This is an optimization exercise on Yosys and OpenROAD, whose aim is small area, a short achievable clock period and few clock cycles, not a production implementation. Where RTL was checked, it was by simulation tests only, not by an equivalence proof against the original. Power and IR drop assume default switching activity.

==> flow/design.v (excerpt) <==
module link_framer_top (
  input  logic       aclk,
  input  logic       aresetn,
  input  logic       in_tvalid,
  output logic       in_tready,
  input  logic [7:0] in_tdata,
  input  logic       in_tlast,
  output logic       out_tvalid,
  input  logic       out_tready,
  output logic [7:0] out_tdata,
  output logic       out_tlast
);
Size: about 24 I/O pins, about 210 µm² of cells after synthesis.
==> flow/config.mk <==
export PLATFORM = sky130hd
export DESIGN_NAME = link_framer_top
export DESIGN_NICKNAME = link_framer_top
export VERILOG_FILES = /design/flow/design.v
export SDC_FILE = /design/flow/constraint.sdc
export NUM_CORES = 4
export LEC_CHECK = 0
export CAP_MARGIN = 20
export CORE_AREA = 3 3 61 61
export CTS_BUF_LIST = sky130_fd_sc_hd__clkbuf_1
export DIE_AREA = 0 0 64 64
export SETUP_SLACK_MARGIN = 2.3
export SLEW_MARGIN = 20
export SYNTH_HIERARCHICAL = 1
export SYNTH_MINIMUM_KEEP_SIZE = 0
==> flow/constraint.sdc <==
create_clock -name core_clock -period 4.5 [get_ports {aclk}]
set_input_delay 0.9000 -clock core_clock [delete_from_list [all_inputs] [get_ports {aclk}]]
set_output_delay 0.9000 -clock core_clock [all_outputs]
set_load 0.01 [all_outputs]
standard.sh (not shown) runs the stock make flow with config.mk's settings and CLKGATE_MAP_FILE= SYNTH_SCRIPT=/design/flow/synth_recipe.tcl, a recipe that flattens the netlist after the stock synthesis.
==> flow/flow/run.sh <==
#!/bin/bash
# The standard layout (the standard.sh) with extra ORFS settings:
# BUFFER_PORTS_ARGS="-buffer_cell sky130_fd_sc_hd__buf_1" ABC_LOAD_IN_FF=3 SETUP_MOVE_SEQUENCE=sizeup,swap
# make's full output goes to standard.log; each ORFS step keeps its own log under orfs/logs.
set -euo pipefail
bash standard.sh BUFFER_PORTS_ARGS="-buffer_cell sky130_fd_sc_hd__buf_1" ABC_LOAD_IN_FF=3 SETUP_MOVE_SEQUENCE=sizeup,swap finish > standard.log 2>&1
The first run passed the timing, design-rule and antenna checks.
Testbench counts at the start, summed over its fixed seeds: cycles 80,218.
Change:
==> flow/flow/run.sh (replaced) <==
#!/bin/bash
# The standard layout (the standard.sh) with extra ORFS settings:
# BUFFER_PORTS_ARGS="-buffer_cell sky130_fd_sc_hd__buf_1" ABC_LOAD_IN_FF=3 SETUP_MOVE_SEQUENCE=sizeup,swap,clone
# make's full output goes to standard.log; each ORFS step keeps its own log under orfs/logs.
set -euo pipefail
bash standard.sh BUFFER_PORTS_ARGS="-buffer_cell sky130_fd_sc_hd__buf_1" ABC_LOAD_IN_FF=3 SETUP_MOVE_SEQUENCE=sizeup,swap,clone finish > standard.log 2>&1
=>
- die area stays the same
- design area does not change
- worst setup slack does not change
- hold slack does not change
- power does not change
- clock skew is unchanged
- register-to-register slack barely changes
- flip-flop and latch count does not change
- via count does not change
Change:
==> flow/flow/run.sh (replaced) <==
#!/bin/bash
# The standard layout (the standard.sh) with extra ORFS settings:
# BUFFER_PORTS_ARGS="-buffer_cell sky130_fd_sc_hd__buf_1" ABC_LOAD_IN_FF=3 CTS_ARGS='-buf_list sky130_fd_sc_hd__clkbuf_1 -root_buf sky130_fd_sc_hd__clkbuf_1 -sink_clustering_enable -sink_clustering_size 2 -sink_clustering_max_diameter 1000 -sink_clustering_buffer sky130_fd_sc_hd__clkbuf_1 -balance_levels'
# make's full output goes to standard.log; each ORFS step keeps its own log under orfs/logs.
set -euo pipefail
bash standard.sh BUFFER_PORTS_ARGS="-buffer_cell sky130_fd_sc_hd__buf_1" ABC_LOAD_IN_FF=3 CTS_ARGS='-buf_list sky130_fd_sc_hd__clkbuf_1 -root_buf sky130_fd_sc_hd__clkbuf_1 -sink_clustering_enable -sink_clustering_size 2 -sink_clustering_max_diameter 1000 -sink_clustering_buffer sky130_fd_sc_hd__clkbuf_1 -balance_levels' finish > standard.log 2>&1
Settings changed: SETUP_SLACK_MARGIN 2.3 to unset.
The changed run ran to the end with no violations.
Area after synthesis is unchanged.
Cell count does not change.
Routed wire length increases slightly.
Change:
==> flow/flow/run.sh (replaced) <==
#!/bin/bash
# The standard layout (the standard.sh) with extra ORFS settings:
# BUFFER_PORTS_ARGS="-buffer_cell sky130_fd_sc_hd__buf_1" ABC_LOAD_IN_FF=3
# make's full output goes to standard.log; each ORFS step keeps its own log under orfs/logs.
set -euo pipefail
bash standard.sh BUFFER_PORTS_ARGS="-buffer_cell sky130_fd_sc_hd__buf_1" ABC_LOAD_IN_FF=3 finish > standard.log 2>&1
Result: The changed run went through all stages and came out clean. Clock skew stays the same. Total power stays the same. Non-clock buffer count is unchanged.
Change:
==> flow/run.sh (new file) <==
#!/bin/bash
# synth_recipe.tcl (not shown) runs the flow's synth.tcl, then flattens the netlist and writes it again
# the make line also repeats each setting of config.mk as NAME=value (left out here)
make -C /OpenROAD-flow-scripts/flow DESIGN_CONFIG=/design/flow/config.mk WORK_HOME=/design/flow/orfs CLKGATE_MAP_FILE= SYNTH_SCRIPT=/design/flow/synth_recipe.tcl finish
Settings changed: SETUP_SLACK_MARGIN set to 2.0.
removed: flow/flow/run.sh
removed: flow/standard.sh
=> Fmax falls by 1.8%; final cell count rises by about 4%; clock-buffer cell count is unchanged.


Setup of v54:
link_framer_top, a different RTL version from the one above (not shown whole).
Size in the first run: ~24 I/O pins, roughly 250 µm² of cells after synthesis.
==> flow/config.mk <==
export PLATFORM = sky130hd
export DESIGN_NAME = link_framer_top
export DESIGN_NICKNAME = link_framer_top
export VERILOG_FILES = /design/flow/design.v
export SDC_FILE = /design/flow/constraint.sdc
export NUM_CORES = 4
export LEC_CHECK = 0
export CAP_MARGIN = 20
export CORE_AREA = 3 3 61 61
export CTS_BUF_LIST = sky130_fd_sc_hd__clkbuf_1
export DIE_AREA = 0 0 64 64
export SETUP_SLACK_MARGIN = 2.2
export SLEW_MARGIN = 20
export SYNTH_HIERARCHICAL = 1
export SYNTH_MINIMUM_KEEP_SIZE = 0
==> flow/constraint.sdc <==
create_clock -name core_clock -period 4.5 [get_ports {aclk}]
set_input_delay 0.9000 -clock core_clock [delete_from_list [all_inputs] [get_ports {aclk}]]
set_output_delay 0.9000 -clock core_clock [all_outputs]
set_load 0.01 [all_outputs]
==> flow/flow/run.sh <==
#!/bin/bash
# The standard layout (the standard.sh) with extra ORFS settings:
# BUFFER_PORTS_ARGS="-buffer_cell sky130_fd_sc_hd__buf_1" RECOVER_POWER=100
# make's full output goes to standard.log; each ORFS step keeps its own log under orfs/logs.
set -euo pipefail
bash standard.sh BUFFER_PORTS_ARGS="-buffer_cell sky130_fd_sc_hd__buf_1" RECOVER_POWER=100 finish > standard.log 2>&1
--- input diff v54..v45 ---
- removing SETUP_SLACK_MARGIN (formerly 2.2)
- setting ABC_AREA to 1 for the first time
==> flow/flow/run.sh <==
#!/bin/bash
# The standard layout (the standard.sh) with extra ORFS settings:
# BUFFER_PORTS_ARGS="-buffer_cell sky130_fd_sc_hd__buf_1"
# make's full output goes to standard.log; each ORFS step keeps its own log under orfs/logs.
set -euo pipefail
bash standard.sh BUFFER_PORTS_ARGS="-buffer_cell sky130_fd_sc_hd__buf_1" finish > standard.log 2>&1
--- outcome ---
v45 vs v54 — routed metal-1 wire length rose about 1.3%. [diff] hold slack, v45 relative to v54: improvement. Final period utilization: v45 vs v54 up 0.66 points. In v45 relative to v54, wire length of the first global-routing pass had gone up by more than 10%. v45 gives less violation count after the first detailed-routing iteration than v54 did. Looking at minimum period implied by the final worst setup slack, v45 sits 30 ps higher than v54 does. In the flow results for v54 and v45, the final design utilization is smaller on v54.
The inputs of v47 differ from those of v45 as listed below.
- an added SETUP_SLACK_MARGIN of 2.0
==> run summary <==
The estimated power of v47 ends up higher than the estimate for v45.
Diff v45 -> v47: achievable clock frequency went up about 3.3%; total length of routed wires went up 5 µm.
[inputs] v38 vs v47
- ABC_AREA: 1 -> unset
==> flow/flow/run.sh <==
#!/bin/bash
# The standard layout (the standard.sh) with extra ORFS settings:
# BUFFER_PORTS_ARGS="-buffer_cell sky130_fd_sc_hd__buf_1" RECOVER_POWER=100
# make's full output goes to standard.log; each ORFS step keeps its own log under orfs/logs.
set -euo pipefail
bash standard.sh BUFFER_PORTS_ARGS="-buffer_cell sky130_fd_sc_hd__buf_1" RECOVER_POWER=100 finish > standard.log 2>&1
==> comparison <==
met3 wire length was higher in v47 than in v38.
v38 vs v47: worst setup slack down in v38
Across v47 and v38, none had a timing, DRC or antenna violation.
In the flow results for v47 and v38, the clock period minus final worst setup slack is smaller on v47.
v47 → v38: static leakage decreased by about 60% relative to the old numbers; non-clock buffer count increased by 3 relative to the old numbers; number of vias after detailed routing decreased by 116 relative to the old numbers; utilization decreased by 3.6 points relative to the old numbers.
v38 against v47: remaining max-slew budget at the tightest pin shows a reduction of 3.4 points; die area about even; clock network fraction of design power did not really move; worst hold slack now sits at about the same level.
[inputs] v2 vs v38
- SETUP_SLACK_MARGIN: 2.0 -> 1.8
- ABC_AREA: unset -> 1
==> flow/flow/run.sh <==
#!/bin/bash
# The standard layout (the standard.sh) with extra ORFS settings:
# BUFFER_PORTS_ARGS="-buffer_cell sky130_fd_sc_hd__buf_1"
# make's full output goes to standard.log; each ORFS step keeps its own log under orfs/logs.
set -euo pipefail
bash standard.sh BUFFER_PORTS_ARGS="-buffer_cell sky130_fd_sc_hd__buf_1" finish > standard.log 2>&1
Results
met1 routed wirelength after detailed routing, v38 and v2, lower one = v2. Cmp v38 and v2 / synthesis-to-layout area growth / lower: v2. Met3 demand-to-capacity share in global routing in v2 vs v38: up 1.6 points. The worst hold slack on v2 is in line with that on v38. Of v38 and v2, the higher setup slack belongs to v38. Taking v38 as the reference point, the met1 track utilization from global routing of v2 falls by 0.52 points. For count of multi-input gates, dividing the value from v38 by the value from v2 gives 0.65. Against v38, wire length of the first global-routing pass in v2 came out worse. The launch point of the critical path comes out in_tdata[1] in one run and in_tdata[0] in the other, namely in v2 and v38 respectively. Re shortest period the worst path allows: v38 and v2 aren't equal, and the higher value belongs to v2.
Function was not checked in any run of this note: the RTL went through the layout flow alone.

[re-timing with driven ports]
The flow's constraints put no driver on any port. The routed layouts listed below were extracted and timed again, unchanged, in two steps. Step 1 (the two cells are an assumption about what drives the block):
set clk [get_ports {aclk}]
set_driving_cell -lib_cell sky130_fd_sc_hd__clkbuf_16 $clk
set_driving_cell -lib_cell sky130_fd_sc_hd__buf_2 [delete_from_list [all_inputs] $clk]
Step 2 moves the port delays by t, midway between the first and last clock arrival at a register: inputs arrive t later, outputs are due t later. That takes back most of the time a late clock gives input paths. Slacks: no drivers / after step 1 / after step 2; pairs: no drivers / after step 1.
run	shift t [ns]	setup WS [ns]	hold WS [ns]	worst setup path at the end
the first run of note 1	0.213	2.049 / 2.014 / 2.014	0.486 / 0.493 / 0.527	input to output
the second run of note 1	0.213	2.049 / 2.014 / 2.014	0.486 / 0.493 / 0.527	input to output
the third run of note 1	0.226	2.033 / 2.008 / 2.008	0.466 / 0.472 / 0.544	input to output
the fourth run of note 1	0.226	2.033 / 2.008 / 2.008	0.466 / 0.472 / 0.544	input to output
the fifth run of note 1	0.222	1.987 / 1.951 / 1.951	0.553 / 0.553 / 0.553	input to output
v54	0.223	2.052 / 2.013 / 2.013	0.448 / 0.459 / 0.577	input to output
v45	0.217	2.022 / 1.998 / 1.998	0.464 / 0.475 / 0.678	input to output
v47	0.224	2.101 / 2.078 / 2.078	0.459 / 0.469 / 0.678	input to output
v38	0.215	2.051 / 2.029 / 2.029	0.458 / 0.470 / 0.579	input to output
v2	0.224	2.022 / 1.998 / 1.998	0.459 / 0.469 / 0.678	input to output
After both steps setup and hold are still met in every run listed. For v54, which loses most, drivers alone change the setup slack by -0.039 ns; drivers and shift together by -0.039 ns.
